This design comes from an exercise in tuning for a short achievable clock period and few clock cycles on the open sky130 flow, not from production work.
Function was checked by simulation only, so behaviour that the tests miss may differ from the original.
Power and IR drop assume default switching activity.

==> design/flow/design.v <==
package cache_pkg;
    localparam int ADDR_WIDTH   = 16;
    localparam int DATA_WIDTH   = 32;
    localparam int BE_WIDTH     = DATA_WIDTH / 8;
    localparam int NUM_WAYS     = 2;
    localparam int NUM_SETS     = 8;
    localparam int INDEX_WIDTH  = 3;
    localparam int OFFSET_WIDTH = 2;
    localparam int TAG_WIDTH    = ADDR_WIDTH - INDEX_WIDTH - OFFSET_WIDTH;
    localparam int COUNT_WIDTH  = 32;
    typedef struct packed {
        logic [TAG_WIDTH-1:0]    tag;
        logic [INDEX_WIDTH-1:0]  index;
        logic [OFFSET_WIDTH-1:0] offset;
    } cache_addr_fields_t;
    typedef union packed {
        logic [ADDR_WIDTH-1:0] word;
        cache_addr_fields_t    fields;
    } cache_addr_t;
    typedef enum logic [2:0] {
        IDLE,
        LOOKUP,
        HIT_RESP,
        WB_REQ,
        WB_WAIT,
        FILL_REQ,
        FILL_WAIT,
        RESP
    } ctrl_state_t;
endpackage
`timescale 1ns/1ps
import cache_pkg::*;
module cache_counters (
    input  logic                                clk,
    input  logic                                rst_n,
    input  logic                                hit_i,
    input  logic                                miss_i,
    input  logic                                mem_txn_i,
    output logic [cache_pkg::COUNT_WIDTH-1:0]   hit_count_o,
    output logic [cache_pkg::COUNT_WIDTH-1:0]   miss_count_o,
    output logic [cache_pkg::COUNT_WIDTH-1:0]   mem_txn_count_o
);
    logic [2:0]             inc_q;
    logic [COUNT_WIDTH-1:0] count_q [3];
    always_ff @(posedge clk)
    begin
        if (!rst_n)
        begin
            inc_q <= '0;
            for (int i = 0; i < 3; i++)
                count_q[i] <= '0;
        end
        else
        begin
            inc_q <= {mem_txn_i, miss_i, hit_i};
            for (int i = 0; i < 3; i++)
            begin
                if (inc_q[i] && count_q[i] != '1)
                    count_q[i] <= count_q[i] + 1'b1;
            end
        end
    end
    assign hit_count_o     = count_q[0];
    assign miss_count_o    = count_q[1];
    assign mem_txn_count_o = count_q[2];
endmodule
`timescale 1ns/1ps
import cache_pkg::*;
module cache_top (
    input  logic                                clk,
    input  logic                                rst_n,
    input  logic                                proc_req_i,
    input  logic [cache_pkg::ADDR_WIDTH-1:0]    proc_addr_i,
    input  logic                                proc_we_i,
    input  logic [cache_pkg::BE_WIDTH-1:0]      proc_be_i,
    input  logic [cache_pkg::DATA_WIDTH-1:0]    proc_wdata_i,
    output logic                                proc_gnt_o,
    output logic                                proc_rvalid_o,
    output logic [cache_pkg::DATA_WIDTH-1:0]    proc_rdata_o,
    output logic                                mem_req_o,
    output logic [cache_pkg::ADDR_WIDTH-1:0]    mem_addr_o,
    output logic                                mem_we_o,
    output logic [cache_pkg::BE_WIDTH-1:0]      mem_be_o,
    output logic [cache_pkg::DATA_WIDTH-1:0]    mem_wdata_o,
    input  logic                                mem_gnt_i,
    input  logic                                mem_rvalid_i,
    input  logic [cache_pkg::DATA_WIDTH-1:0]    mem_rdata_i,
    output logic [cache_pkg::COUNT_WIDTH-1:0]   hit_count_o,
    output logic [cache_pkg::COUNT_WIDTH-1:0]   miss_count_o,
    output logic [cache_pkg::COUNT_WIDTH-1:0]   mem_txn_count_o
);
    logic [TAG_WIDTH-1:0]   tag_q   [NUM_WAYS][NUM_SETS];
    logic [DATA_WIDTH-1:0]  data_q  [NUM_WAYS][NUM_SETS];
    logic [NUM_SETS-1:0]    valid_q [NUM_WAYS];
    logic [NUM_SETS-1:0]    dirty_q [NUM_WAYS];
    logic [NUM_SETS-1:0]    mru_q;
    typedef enum logic [2:0] {
        M_IDLE, M_WB_REQ, M_WB_WAIT, M_FILL_REQ, M_FILL_WAIT
    } mstate_t;
    mstate_t                mstate_q;
    logic                   mem_req_q;
    logic [INDEX_WIDTH-1:0] m_idx_q;
    logic [TAG_WIDTH-1:0]   m_tag_q;
    logic                   m_way_q;
    logic                   m_we_q;
    logic [BE_WIDTH-1:0]    m_be_q;
    logic [DATA_WIDTH-1:0]  m_wdata_q;
    logic                   s2_v_q;
    logic [INDEX_WIDTH-1:0] s2_idx_q;
    logic                   s2_way_q;
    logic                   s2_we_q;
    logic [BE_WIDTH-1:0]    s2_be_q;
    logic [DATA_WIDTH-1:0]  s2_wdata_q;
    logic [INDEX_WIDTH-1:0] in_idx;
    logic [TAG_WIDTH-1:0]   in_tag;
    logic                   fill_now;
    logic                   accept;
    logic                   gnt;
    logic [NUM_WAYS-1:0]    way_hit;
    logic                   hit_any;
    logic                   vict_way;
    logic                   vict_dirty;
    logic [TAG_WIDTH-1:0]   vict_tag;
    assign in_idx   = proc_addr_i[OFFSET_WIDTH +: INDEX_WIDTH];
    assign in_tag   = proc_addr_i[ADDR_WIDTH-1 -: TAG_WIDTH];
    assign fill_now = (mstate_q == M_FILL_WAIT) && mem_rvalid_i;
    assign accept   = (mstate_q == M_IDLE) || (fill_now && (in_idx != m_idx_q));
    assign gnt      = proc_req_i && accept;
    assign proc_gnt_o = gnt;
    always_comb
    begin
        for (int w = 0; w < NUM_WAYS; w++)
            way_hit[w] = valid_q[w][in_idx] && (tag_q[w][in_idx] == in_tag);
        hit_any = |way_hit;
        if (!valid_q[0][in_idx])
            vict_way = 1'b0;
        else if (!valid_q[1][in_idx])
            vict_way = 1'b1;
        else
            vict_way = ~mru_q[in_idx];
        vict_dirty = valid_q[vict_way][in_idx] && dirty_q[vict_way][in_idx];
        vict_tag   = tag_q[vict_way][in_idx];
    end
    logic [DATA_WIDTH-1:0]  fill_data;
    assign mem_req_o   = mem_req_q || ((mstate_q == M_WB_WAIT) && mem_rvalid_i);
    assign mem_be_o    = '1;
    assign mem_wdata_o = data_q[m_way_q][m_idx_q];
    always_comb
    begin
        for (int b = 0; b < BE_WIDTH; b++)
            fill_data[8*b +: 8] = (m_we_q && m_be_q[b]) ? m_wdata_q[8*b +: 8]
                                                        : mem_rdata_i[8*b +: 8];
    end
    always_ff @(posedge clk)
    begin
        if (!rst_n)
        begin
            mstate_q      <= M_IDLE;
            mem_req_q     <= 1'b0;
            s2_v_q        <= 1'b0;
            proc_rvalid_o <= 1'b0;
        end
        else
        begin
            s2_v_q        <= gnt && hit_any;
            proc_rvalid_o <= s2_v_q || fill_now;
            case (mstate_q)
                M_IDLE:
                    if (gnt && !hit_any)
                    begin
                        mem_req_q <= 1'b1;
                        mstate_q  <= vict_dirty ? M_WB_REQ : M_FILL_REQ;
                    end
                M_WB_REQ:
                    if (mem_gnt_i)
                    begin
                        mem_req_q <= 1'b0;
                        mstate_q  <= M_WB_WAIT;
                    end
                M_WB_WAIT:
                    if (mem_rvalid_i)
                    begin
                        mem_req_q <= 1'b1;
                        mstate_q  <= M_FILL_REQ;
                    end
                M_FILL_REQ:
                    if (mem_gnt_i)
                    begin
                        mem_req_q <= 1'b0;
                        mstate_q  <= M_FILL_WAIT;
                    end
                M_FILL_WAIT:
                    if (mem_rvalid_i)
                    begin
                        if (gnt && !hit_any)
                        begin
                            mem_req_q <= 1'b1;
                            mstate_q  <= vict_dirty ? M_WB_REQ : M_FILL_REQ;
                        end
                        else
                            mstate_q  <= M_IDLE;
                    end
                default:
                    mstate_q <= M_IDLE;
            endcase
        end
    end
    always_ff @(posedge clk)
    begin
        if (gnt)
        begin
            s2_idx_q   <= in_idx;
            s2_way_q   <= way_hit[1];
            s2_we_q    <= proc_we_i;
            s2_be_q    <= proc_be_i;
            s2_wdata_q <= proc_wdata_i;
        end
        if (gnt && !hit_any)
        begin
            m_idx_q    <= in_idx;
            m_tag_q    <= in_tag;
            m_way_q    <= vict_way;
            m_we_q     <= proc_we_i;
            m_be_q     <= proc_be_i;
            m_wdata_q  <= proc_wdata_i;
            mem_we_o   <= vict_dirty;
            mem_addr_o <= {(vict_dirty ? vict_tag : in_tag), in_idx, 2'b00};
        end
        else if (mstate_q == M_WB_REQ && mem_gnt_i)
        begin
            mem_we_o   <= 1'b0;
            mem_addr_o <= {m_tag_q, m_idx_q, 2'b00};
        end
        if (s2_v_q)
            proc_rdata_o <= s2_we_q ? '0 : data_q[s2_way_q][s2_idx_q];
        else if (fill_now)
            proc_rdata_o <= m_we_q ? '0 : mem_rdata_i;
    end
    always_ff @(posedge clk)
    begin
        if (!rst_n)
        begin
            for (int w = 0; w < NUM_WAYS; w++)
            begin
                valid_q[w] <= '0;
                dirty_q[w] <= '0;
            end
            mru_q <= '0;
        end
        else
        begin
            if (gnt && hit_any)
            begin
                mru_q[in_idx] <= way_hit[1];
                if (proc_we_i)
                    dirty_q[way_hit[1]][in_idx] <= 1'b1;
            end
            if (fill_now)
            begin
                valid_q[m_way_q][m_idx_q] <= 1'b1;
                dirty_q[m_way_q][m_idx_q] <= m_we_q;
                mru_q[m_idx_q]            <= m_way_q;
            end
        end
    end
    always_ff @(posedge clk)
    begin
        if (fill_now)
        begin
            tag_q[m_way_q][m_idx_q]  <= m_tag_q;
            data_q[m_way_q][m_idx_q] <= fill_data;
        end
        if (s2_v_q && s2_we_q)
        begin
            for (int b = 0; b < BE_WIDTH; b++)
                if (s2_be_q[b])
                    data_q[s2_way_q][s2_idx_q][8*b +: 8] <= s2_wdata_q[8*b +: 8];
        end
    end
    cache_counters u_counters (
        .clk             (clk),
        .rst_n           (rst_n),
        .hit_i           (gnt && hit_any),
        .miss_i          (gnt && !hit_any),
        .mem_txn_i       (mem_req_o && mem_gnt_i),
        .hit_count_o     (hit_count_o),
        .miss_count_o    (miss_count_o),
        .mem_txn_count_o (mem_txn_count_o)
    );
endmodule
==> design/flow/run.sh <==
#!/bin/bash
# synth_recipe.tcl (not shown) runs the flow's synth.tcl, then flattens the netlist and writes it again
# the make line also repeats each setting of config.mk as NAME=value (left out here)
make -C /OpenROAD-flow-scripts/flow DESIGN_CONFIG=/design/flow/config.mk WORK_HOME=/design/flow/orfs CLKGATE_MAP_FILE= SYNTH_SCRIPT=/design/flow/synth_recipe.tcl finish
==> design/flow/config.mk <==
export PLATFORM = sky130hd
export DESIGN_NAME = cache_top
export DESIGN_NICKNAME = cache_top
export VERILOG_FILES = /design/flow/design.v
export SDC_FILE = /design/flow/constraint.sdc
export NUM_CORES = 4
export LEC_CHECK = 0
export CAP_MARGIN = 20
export CORE_MARGIN = 2
export CORE_UTILIZATION = 40
export SLEW_MARGIN = 20
==> design/flow/constraint.sdc <==
create_clock -name core_clock -period 4.2 [get_ports {clk}]
set_input_delay 0.8400 -clock core_clock [delete_from_list [all_inputs] [get_ports {clk}]]
set_output_delay 0.8400 -clock core_clock [all_outputs]
set_load 0.01 [all_outputs]
==> run notes <==
[layer usage]
layer / wire (um) / vias to the layer above / share of wire [%]
met4: 4410 / 2 / 3.0
li1: - / 14800 / -
met1: 58200 / 16700 / 39
met3: 14000 / 264 / 9.5
met2: 71500 / 1660 / 48
met5: 11 / - / 0.0074
[logic make-up after synthesis]
family / count (synthesis) / synth area share (%)
other cells: 2 / 0.0154
flops: 972 / 57.7
buf+inv: 383 / 3.18
compound gates: 658 / 7.16
mux: 484 / 19.3
simple gates: 1184 / 10.4
xor+xnor: 103 / 1.85
fa+ha+maj: 16 / 0.411
[path summary, 6_finish.rpt]
path | start | to | slack, ns | cells past startpoint
setup / recovery | m_idx_q[0] | mem_wdata_o[14] | 0.1 | 5
hold / removal | mem_req_q | mem_req_q | 0.46 | 2
setup reg to reg | s2_idx_q[1] | data_q[3][5] | 0.59 | 5
hold reg to reg | mem_req_q | mem_req_q | 0.46 | 2
[worst max-delay path: cells and delay by family (launching register included)]
family | cells | cell delay, ns
multiplexers | 2 | 1.07
flip-flops | 1 | 0.40
buffers and inverters | 3 | 1.07
[where the power goes]
part	leakage [nW]	internal [mW]	switching, mW	total (mW)
sequential	8.73	10.9	0.300	11.2
combinational	9.54	1.45	1.69	3.13
clock	1.68	5.43	3.96	9.40
total	19.9	17.7	5.95	23.7
[flip-flops by register name, indices dropped and copies added (netlist names), 4 cells and up]
name / cells
mru_q: 8
data_q: 512
proc_rdata_o: 32
s2_wdata_q: 32
mem_addr_o: 14
m_be_q: 4
valid_q: 16
m_tag_q: 11
tag_q: 176
dirty_q: 16
s2_be_q: 4
m_wdata_q: 32
u_counters.count_q: 96
[synthesized netlist by cell type (6+ instances only)]
library cell | number | area share [%]
edfxtp_1 | 860 | 53
nor2_1 | 638 | 4.9
a21oi_1 | 539 | 5.5
mux4_2 | 357 | 17
nand2_1 | 279 | 2.2
clkbuf_1 | 226 | 1.7
dfxtp_1 | 112 | 4.6
mux2i_1 | 97 | 2.0
nand3_1 | 90 | 0.93
inv_1 | 67 | 0.52
xor2_1 | 60 | 1.1
o21ai_0 | 59 | 0.61
buf_1 | 57 | 0.44
xnor2_1 | 43 | 0.77
nand4_1 | 32 | 0.41
and3_1 | 30 | 0.39
nor3_1 | 18 | 0.19
and2_1 | 17 | 0.22
and4_1 | 17 | 0.31
ha_1 | 16 | 0.41
nor2b_1 | 14 | 0.18
or3_1 | 14 | 0.18
buf_4 | 13 | 0.20
a22oi_1 | 12 | 0.19
mux2_1 | 12 | 0.28
mux2_2 | 11 | 0.25
nand2b_1 | 10 | 0.13
buf_2 | 9 | 0.093
nor4_1 | 7 | 0.090
buf_6 | 6 | 0.14
[area by class of cell]
type | instances | area, um^2 | share of cell area [%]
clock buffers | 129 | 2820 | 4.94
inverters | 72 | 280 | 0.491
flip-flops and latches | 972 | 28100 | 49.1
repair buffers | 435 | 4240 | 7.42
clock inverters | 65 | 621 | 1.09
diodes | 2 | 5.00 | 0.00876
well taps | 1612 | 2020 | 3.53
multi-input cells | 2451 | 19100 | 33.4
[per-stage QoR]
stage	setup WS [ns]	setup TNS (ns)	total power [mW]	area [um^2]
6_report	0.0993	0	23.7	57100
2_1_floorplan	0.338	0	13.2	48700
5_1_grt	-0.000409	-0.000409	24.4	57100
3_5_place_dp	0.0927	0	14.4	53500
4_1_cts	0.00969	0	23.8	57000
3_3_place_gp	0.0278	0	14.4	53500
[what timing repair did]
item,CTS,global route
resized for setup,10,4
cloned,0,3
buffers inserted,0,9
hold buffers,0,0
endpoints found under the setup margin,7,17
==> run notes <==
status no timing/DRC/antenna violations; CTS root buf clkbuf_16; Clock transition at path regs 0.06 ns; Ports 274; Die X-Extent 353 um; clk_skew 0.0338 ns; Setup Viol. Count Final 0; routing usage on met2 38.0%; PwrDens 415 mW/mm^2; Slew HR 32.9%; clk buf depth 3; share of layout cells above drive strength 1 17.4%; crit path cell chain buf_12 > buf_4 > mux4_2 > mux4_2 > clkdlybuf4s50_1; Core Util, Final 47.5%; nature of the critical path startpoint flip-flop; Largest stage delay, worst path 0.56 ns; Req. time, crit path 3.36 ns; total wire length 148 mm; Routed Antenna Nets 0; CP Class flip-flop to output port; Max-cap violations 0; RD Place Congestion 0.868; total vias in the final route 33400; Main synth FF type edfxtp_1; CTS tree done; Final Hold Slack 0.462 ns; HPWL Detailed 96.0 mm; most common cell after layout, fill and taps aside edfxtp_1; fin cells 5738; DR WL/cell 25.8 um; Area Overhead vs Synth 17.4%; Post-synth ARST share 0%; vias per inst 5.82; clock sinks 972; leak pwr 19.9 nW; Ys Warns 3; Most Used Layer, Global Route met2; drt pass-1 iters 6; largest net degree at the start of global routing 107; # DRC 0; fin crit period 4.10 ns; initial core utilization 40.5%; H-tree Lvls 3; core area 0.120 mm^2; Avg Inst Size Synth 12.8 um^2; total CTS buffers 107; Arr. time, crit path 3.26 ns; antenna violations before repair 4; vias in the first global route 32000; std cell rows 127; Min-Delay Path Class flip-flop to flip-flop; slowest cell on the critical path mux4_2; worst-margin pin slew 0.997 ns; GRT met3 Usage 5.66%; CP dominant cell by count mux4_2; CP endpoint kind output port; GR Util All Layers 23.1%; Max Transition Viols Final 0; number of DRC markers in iteration 0 3837; Buffers on Ports 265; Overflow after GRT 0; DP Cell Count 5530; met1 usage 30.3%; crit share post-route 97.6%; Clock Latency Late Sink 0.70 ns; count of final hold-check violations 0; critical path peak fanout 17; number of synthesized flops with an enable pin 860; first-pass GRT wire length 214 mm; Synth cell types 79; Mapped Cells 3802; Yosys reg bits 972; die area 0.124 mm^2; # fillers 10600; commonest non-fill, non-tap cells in the layout edfxtp_1 (860), nor2_1 (637), a21oi_1 (539), mux4_2 (357), nand2_1 (279); worst vdd rail ir drop 0.000313 V; Post-layout nets 4145; sequential area share after synthesis 57.7%; mapped cell area 0.0487 mm^2; Max Freq 244 MHz; chip height 353 um
Testbench counts, summed over its fixed seeds: cycles 36,914.

## port drivers added, routing unchanged
How much do the figures lean on ideal ports? The routed layout below was timed once more, with nothing changed but the port constraints. Step 1: set_driving_cell puts a clkbuf_16 on clk and a buf_2 on each other input, an assumption about the parent block. Step 2 times the ports against the registers' clock, not the clock port: input delays grow and output delays shrink by t, the midpoint of the rising clock arrivals with the driver on. Three values: ideal ports, drivers, drivers and shift; two values: the first two.
shift t [ns]: 0.761
slack for setup (ns): 0.099 / 0.026 / 0.023
pins driven straight from the clock port: 1
After both steps this run still meets setup and hold. For this run, drivers alone change the setup slack by -0.073 ns; drivers and shift together by -0.076 ns.
